Context: an optimization exercise on an open-source flow, tuned for small area, a short achievable clock period and few clock cycles per item. The choices shown serve that exercise and are no tape-out recipe. Only simulation tests tie the RTL to the original design; equivalence was not proved. No activity file was given, so power comes from the tool's default toggle rates.

<file path="flow/config.mk">
export PLATFORM = sky130hd
export DESIGN_NAME = longest_prefix_match_lookup
export DESIGN_NICKNAME = longest_prefix_match_lookup
export VERILOG_FILES = /design/flow/design.v
export SDC_FILE = /design/flow/constraint.sdc
export NUM_CORES = 4
export LEC_CHECK = 0
export CAP_MARGIN = 20
export CORE_MARGIN = 2
export CORE_UTILIZATION = 40
export SLEW_MARGIN = 20
</file>
<file path="flow/constraint.sdc">
create_clock -name core_clock -period 5.0 [get_ports {clk_i}]
set_input_delay 1.0000 -clock core_clock [delete_from_list [all_inputs] [get_ports {clk_i}]]
set_output_delay 1.0000 -clock core_clock [all_outputs]
set_load 0.01 [all_outputs]
</file>
<file path="flow/design.v">
package lpm_pkg;
  localparam logic CMD_LOOKUP = 1'b0;
  localparam logic CMD_WRITE  = 1'b1;
  typedef struct packed {
    logic        cmd;
    logic [3:0]  entry_index;
    logic        entry_valid;
    logic [31:0] entry_prefix;
    logic [31:0] entry_mask;
    logic [31:0] entry_gateway;
    logic [3:0]  entry_port;
    logic [31:0] lookup_addr;
  } in_item_t;
  typedef struct packed {
    logic        hit;
    logic [3:0]  match_index;
    logic [31:0] match_mask;
    logic [31:0] match_gateway;
    logic [3:0]  match_port;
  } out_item_t;
  typedef struct packed {
    logic      valid;
    in_item_t  item;
    out_item_t best;
  } lpm_flow_t;
endpackage
module lpm_cell (
  input  logic        clk_i,
  input  logic        rst_ni,
  input  logic        wr_i,
  input  logic        wr_valid_i,
  input  logic [31:0] wr_prefix_i,
  input  logic [31:0] wr_mask_i,
  input  logic [31:0] wr_gw_i,
  input  logic [3:0]  wr_port_i,
  input  logic [31:0] addr_i,
  output logic        match_o,
  output logic [31:0] mask_o,
  output logic [31:0] gw_o,
  output logic [3:0]  port_o
);
  logic        valid_q;
  logic [31:0] pm_q;
  always_ff @(posedge clk_i or negedge rst_ni) begin
    if (!rst_ni) begin
      valid_q <= 1'b0;
    end else if (wr_i) begin
      valid_q <= wr_valid_i;
    end
  end
  always_ff @(posedge clk_i) begin
    if (wr_i) begin
      pm_q   <= wr_prefix_i & wr_mask_i;
      mask_o <= wr_mask_i;
      gw_o   <= wr_gw_i;
      port_o <= wr_port_i;
    end
  end
  assign match_o = valid_q && (((addr_i & mask_o) ^ pm_q) == 32'd0);
endmodule
module longest_prefix_match_lookup #(
  parameter int TABLE_ENTRIES = 16,
  parameter int PORT_COUNT    = 16
) (
  input  logic               clk_i,
  input  logic               rst_ni,
  input  logic               in_valid_i,
  output logic               in_stall_o,
  input  logic [137:0]       in_item_i,
  output logic               out_valid_o,
  input  logic               out_stall_i,
  output logic [72:0]        out_item_o
);
  localparam int N = TABLE_ENTRIES;
  logic         adv;
  logic         s0_v;
  lpm_pkg::in_item_t s0;
  always_ff @(posedge clk_i or negedge rst_ni) begin
    if (!rst_ni) begin
      s0_v <= 1'b0;
    end else if (adv) begin
      s0_v <= in_valid_i;
    end
  end
  always_ff @(posedge clk_i) begin
    if (adv) begin
      s0 <= in_item_i;
    end
  end
  logic        s0_wr;
  logic        s0_lookup;
  logic [N-1:0] wr_slot;
  logic [N-1:0] match;
  logic [31:0] mask [N];
  logic [31:0] gw   [N];
  logic [3:0]  port [N];
  assign s0_wr = adv && s0_v && (s0.cmd == lpm_pkg::CMD_WRITE) &&
      (!s0.entry_valid || (32'(s0.entry_port) < PORT_COUNT));
  assign s0_lookup = s0_v && (s0.cmd == lpm_pkg::CMD_LOOKUP);
  for (genvar g = 0; g < N; g++) begin : g_slot
    assign wr_slot[g] = s0_wr && (32'(s0.entry_index) == g);
    lpm_cell u_cell (
      .clk_i       (clk_i),
      .rst_ni      (rst_ni),
      .wr_i        (wr_slot[g]),
      .wr_valid_i  (s0.entry_valid),
      .wr_prefix_i (s0.entry_prefix),
      .wr_mask_i   (s0.entry_mask),
      .wr_gw_i     (s0.entry_gateway),
      .wr_port_i   (s0.entry_port),
      .addr_i      (s0.lookup_addr),
      .match_o     (match[g]),
      .mask_o      (mask[g]),
      .gw_o        (gw[g]),
      .port_o      (port[g])
    );
  end
  logic [N-1:0] cmp;
  logic         prio_q [N][N];
  for (genvar j = 0; j < N; j++) begin : g_cmp
    assign cmp[j] = (32'(s0.entry_index) < j) ? (s0.entry_mask >= mask[j])
                                              : (s0.entry_mask >  mask[j]);
  end
  for (genvar i = 0; i < N; i++) begin : g_pi
    for (genvar j = i + 1; j < N; j++) begin : g_pj
      always_ff @(posedge clk_i) begin
        if (wr_slot[i]) begin
          prio_q[i][j] <= cmp[j];
        end else if (wr_slot[j]) begin
          prio_q[i][j] <= !cmp[i];
        end
      end
    end
  end
  logic [N-1:0] beats [N];
  for (genvar i = 0; i < N; i++) begin : g_bi
    for (genvar j = 0; j < N; j++) begin : g_bj
      if (i < j) begin : g_lo
        assign beats[i][j] = prio_q[i][j];
      end else if (i > j) begin : g_hi
        assign beats[i][j] = !prio_q[j][i];
      end else begin : g_eq
        assign beats[i][j] = 1'b1;
      end
    end
  end
  logic [N-1:0] win;
  for (genvar i = 0; i < N; i++) begin : g_win
    assign win[i] = s0_lookup && match[i] && ((~match | beats[i]) == '1);
  end
  logic         s1_v;
  logic [N-1:0] s1_win;
  always_ff @(posedge clk_i or negedge rst_ni) begin
    if (!rst_ni) begin
      s1_v <= 1'b0;
    end else if (adv) begin
      s1_v <= s0_v;
    end
  end
  always_ff @(posedge clk_i) begin
    if (adv) begin
      s1_win <= win;
    end
  end
  lpm_pkg::out_item_t res;
  always_comb begin
    res = '0;
    for (int i = 0; i < N; i++) begin
      if (s1_win[i]) begin
        res.match_index   = res.match_index | 4'(i);
        res.match_mask    = res.match_mask | mask[i];
        res.match_gateway = res.match_gateway | gw[i];
        res.match_port    = res.match_port | port[i];
      end
    end
    res.hit = |s1_win;
  end
  logic      out_v_q;
  logic      sk_v_q;
  logic      o_free;
  lpm_pkg::out_item_t out_q;
  lpm_pkg::out_item_t sk_q;
  assign adv    = !sk_v_q;
  assign o_free = !out_v_q || !out_stall_i;
  always_ff @(posedge clk_i or negedge rst_ni) begin
    if (!rst_ni) begin
      out_v_q <= 1'b0;
      sk_v_q  <= 1'b0;
    end else begin
      if (o_free) begin
        out_v_q <= sk_v_q || s1_v;
      end
      sk_v_q <= !o_free && (sk_v_q || s1_v);
    end
  end
  always_ff @(posedge clk_i) begin
    if (o_free) begin
      out_q <= sk_v_q ? sk_q : res;
    end
    if (!sk_v_q) begin
      sk_q <= res;
    end
  end
  assign in_stall_o  = sk_v_q;
  assign out_valid_o = out_v_q;
  assign out_item_o  = out_q;
endmodule
</file>
<file path="flow/run.sh">
#!/bin/bash
# synth_recipe.tcl (not shown) runs the flow's synth.tcl, then flattens the netlist and writes it again
# the make line also repeats each setting of config.mk as NAME=value (left out here)
make -C /OpenROAD-flow-scripts/flow DESIGN_CONFIG=/design/flow/config.mk WORK_HOME=/design/flow/orfs CLKGATE_MAP_FILE= SYNTH_SCRIPT=/design/flow/synth_recipe.tcl finish
</file>
==> summary.md <==
| Metric | Value |
|---|---|
| Worst slew margin | `0.0995` |
| FF-to-FF setup slack | `0.03 ns` |
| Layout fillers | `approximately 20000` |
| Crit Reg-Reg Endpoint | `prio_q[87]` |
| Vias in the first global route | `~60000` |
| Lkg Pwr | `about 40 nW` |
| P&R area growth vs syn | `16.9%` |
| Clk_skew | `roughly 0.07 ns` |
| Most frequent cells in the layout | `edfxtp_1, nand2_1, inv_1, ha_1, xnor2_1` |
| Via count | `roughly 65000` |
| Post-cts sizing count | `0` |
| Most used cell along the critical path | `buf_4` |
| I/O pin cnt | `217` |
| Post-synthesis mux area share | `0.00420` |
| Cell Chain, Critical Path | `buf_4 > ha_1 > nand4_1 > nor3_2 > o21ai_0 > o211ai_1 > o21ai_1 > buf_4 > nor2_1 > buf_4 > a21oi_1` |
| Commonest non-fill, non-tap cell in the layout | `edfxtp_1` |
| DR vias/cell | `about 6.3` |
| Worst Setup SP | `s0[99]` |
| Layout net count | `approximately 7800` |
| Worst-path clk slew | `0.06 ns` |
| Post-route ant nets | `0` |
| Buf/Inv on CP | `3` |
| Synthesized flop and latch total | `2040` |
| Largest family of logic cells by synthesized area | `compound AO/OA/AOI/OAI gates` |
| Synthesis Warnings | `9` |
| Post-CTS Hold Buffers | `0` |
| Post-Synth XOR/XNOR Area | `0.0475` |
| FFs w/ async S/R, synth | `0.00980` |
| Final Hold Viols | `0` |
| Worst-margin pin slew | `about 1.3 ns` |
| Post-route clock period utilization | `0.994` |
| Top fanout value on the critical path | `21` |
| Multi-input logic area | `27900 um2` |
| Avg Synthesized Cell Area | `13.7 um2` |
| Grt total ovfl | `0` |
| Levels on crit path | `11` |
| Min-delay worst type | `flip-flop to flip-flop` |
| Post-synthesis simple-gate area fraction | `0.0761` |
| Drt first pass iters | `5` |
| Yosys cell types | `77` |
| Setup CP Type | `flip-flop to flip-flop` |
| Peak supply drop | `roughly 0.00037 V` |
| Final Setup Violations | `0` |
| Crit path largest cell delay | `1.02 ns` |
| Number of CTS-inserted buffers | `between 200 and 250` |
| Worst Path Arrival | `roughly 5.6 ns` |
| Compound-Gate Fraction of Synth Area | `0.105` |
| Total Power | `around 0.054 W` |
| Synth Flop Type | `edfxtp_1` |
| First-pass GRT wire length | `around 560 mm` |
| Seq. cell area | `about 60000 um2` |
| Number of flops mapped to enable cells by yosys | `1947` |
| Drt initial violations | `between 10000 and 15000` |
| Die height | `just under 500 um` |
| Setup crit end kind | `flip-flop` |
| Max-cap violations | `0` |
| Pwr dens | `between 500 and 600 nW/um2` |
| Port Buffers | `about 220` |
| # clock sinks | `between 2000 and 2500` |
| Wire length per cell | `40.9 um` |
| # Post-CTS Setup Buffers | `0` |
| Area of the core | `approximately 230000 um2` |
| Unrepaired setup endpoints after global routing | `false` |
| WP data required | `roughly 5.7 ns` |
| Final WS setup | `roughly 0.028 ns` |
| Clock latency at the later pin of the worst-skew pair | `0.94 ns` |
| Std-Cell Rows | `between 150 and 200` |
| Fraction of layout instances using a drive strength above 1 | `0.107` |
| Largest net degree at the start of global routing | `71` |
| Gr usage total | `0.357` |
| Reg2Reg Launch Point | `s0[99]` |
| Seq/Total Area, Yosys | `0.658` |
| Fmax | `between 200 and 250 MHz` |
| GPL Wtd Cong | `about 1.1` |
| Syn Nets | `7337` |
| Root Buffer | `clkbuf_16` |
| Number of max-slew violations in the final report | `0` |
| Residual DRC | `0` |
| CP top delay family | `simple AND/OR/NAND/NOR gates` |
| Initial core utilization | `0.403` |
| Critical Path Start Type | `flip-flop` |
| Die Area | `between 200000 and 250000 um2` |
| Htree depth | `4` |
| Post-place setup slack | `around 0.46 ns` |
| Die width | `483 um` |
| Synth Instances | `approximately 6700` |
| Post-DP HPWL | `between 300 and 400 mm` |
| CP endpoint | `prio_q[87]` |
| Max Buffers Root-to-Sink | `3` |
| CTS tree | `built` |
| Tmin final | `between 4 and 5 ns` |
| WL final | `between 400 and 500 mm` |
| Status | `no timing/DRC/antenna violations` |
| Cell Area, Synth | `slightly above 90000 um2` |
| CP max-delay cell | `nor3_2` |
| Reg2reg path depth | `11` |
| Adder-cell share of the synthesized area | `0.0698` |
| Initial antenna violation count | `36` |
cells by family (layout without fill, tap and decap cells):
family,after synthesis,after routing
adders and majority gates,512,512
DFF,2040,2040
muxes,35,35
xor gates and xnor gates,495,495
buffers and inverters,873,1574
AOI/OAI and AO/OA,1316,1316
other,0,17
and+or+nand+nor,1412,1412
synth_stat cells (11+ instances only):
library cell  instances  area share
o22ai_1              11     0.00075
dfxtp_1              73       0.016
a2bb2oi_1            15      0.0014
a22oi_1             284       0.023
nor2_1               60      0.0025
buf_1                33      0.0013
buf_2                34      0.0019
edfxtp_1           1947        0.64
inv_1               599       0.024
nand2b_1             20      0.0014
buf_6                41      0.0050
a211oi_1             14      0.0011
a22o_1              156       0.015
mux2_2               28      0.0034
clkbuf_1            151      0.0062
nor4_1              110      0.0075
nor3_1               90      0.0049
nand2_1             684       0.028
xnor2_1             364       0.035
o21a_1               18      0.0015
a221o_1              11      0.0012
a21oi_1             269       0.015
o211ai_1             15      0.0012
o21ai_0              54      0.0029
nand4_1             232       0.016
nor2b_1              21      0.0014
and2_1               38      0.0026
dfrtp_1              20      0.0055
and3_1               11     0.00075
nand3_1              77      0.0042
a221oi_1            155       0.015
a21o_1              220       0.018
and4_1               15      0.0014
o221ai_1             17      0.0016
ha_1                512       0.070
xor2_1              128       0.012
how the worst min path moves through the flow:
stage | start | to | slack (ns) | cells past startpoint
6_report | sk_q[30] | sk_q[30] | 0.45 | 2
5_1_grt | rst_ni | g_slot[11].u_cell.valid_q | 0.47 | 2
4_1_cts | rst_ni | g_slot[11].u_cell.valid_q | 0.44 | 2
3_5_place_dp | sk_q[61] | sk_q[61] | 0.44 | 2
3_3_place_gp | sk_q[63] | sk_q[63] | 0.44 | 2
2_1_floorplan | sk_q[71] | sk_q[71] | 0.43 | 2
flip-flops by register name, indices dropped and copies added, names as in the netlist:
| name | cells |
|---|---|
| g_slot.u_cell.gw_o | 512 |
| g_slot.u_cell.mask_o | 512 |
| g_slot.u_cell.pm_q | 512 |
| s0 | 138 |
| prio_q | 120 |
| out_q | 73 |
| sk_q | 73 |
| g_slot.u_cell.port_o | 64 |
| g_slot.u_cell.valid_q | 16 |
| s1_win | 16 |
| out_v_q | 1 |
| s0_v | 1 |
| s1_v | 1 |
| sk_v_q | 1 |
where the power goes:
group	switching [W]	internal (W)
Clock	0.00731	0.0101
Sequential	0.00163	0.0213
Combinational	0.00960	0.00417
Total	0.0185	0.0355
per-layer routing:
metal  part of all wire  track usage  vias to the layer above
met5            0.00034            0                        -
met4              0.076        0.227                       22
met2               0.42        0.516                     4782
li1                   -            -                    26300
met1               0.39        0.484                    33200
met3               0.11       0.0833                      956
through the flow:
step                area (um2)  std cells  hold slack (ns)  TNS [ns]   util
floorplan                91800       6683            0.425         0      -
global placement         99500       9969            0.439     -1.28  0.437
detailed placement       99500       9972            0.445         0  0.437
CTS                     107000      10400            0.443         0  0.471
global route            107000      10400            0.468         0  0.471
finish                  107000      10400            0.453         0  0.471
worst register-to-register path, stage by stage, from the launching register on:
cell and delay [ns]:
edfxtp_1 0.76, buf_4 0.41, ha_1 0.21, nand4_1 0.56, nor3_2 1.02, o21ai_0 0.39
o211ai_1 0.58, o21ai_1 0.22, buf_4 0.22, nor2_1 0.08, buf_4 0.22, a21oi_1 0.06
layout make-up:
type | instances | area share
antenna | 17 | 0.000396
inverter | 610 | 0.0222
clock buffer | 296 | 0.0562
clock inverter | 123 | 0.0155
timing repair buffer | 545 | 0.0477
multi-input combinational | 3770 | 0.260
sequential | 2040 | 0.563
tap | 3009 | 0.0351
Testbench counts, summed over its fixed seeds: cycles 24,160, items 24,128.

static timing again, ports no longer ideal:
The flow's constraints put no driver on any port. The routed layout listed below was extracted and timed again, unchanged, in two steps. Step 1 sets driving cells, clkbuf_16 on the clock port and buf_2 on the other inputs (assumed; they add their load-dependent delay and slew). Step 2 also shifts input and output timing later by t, the mid clock arrival at the registers, as if the neighbouring blocks saw the same clock. Three values: ideal, step 1, step 2; two values: the first two.
shift t [ns]: 0.990
setup WS [ns]: 0.028 / 0.028 / 0.028
worst setup path after step 2: register to register
After both steps this run still meets setup and hold. The setup slack of this run moves by 0.000 ns with the drivers and by 0.000 ns with both steps.
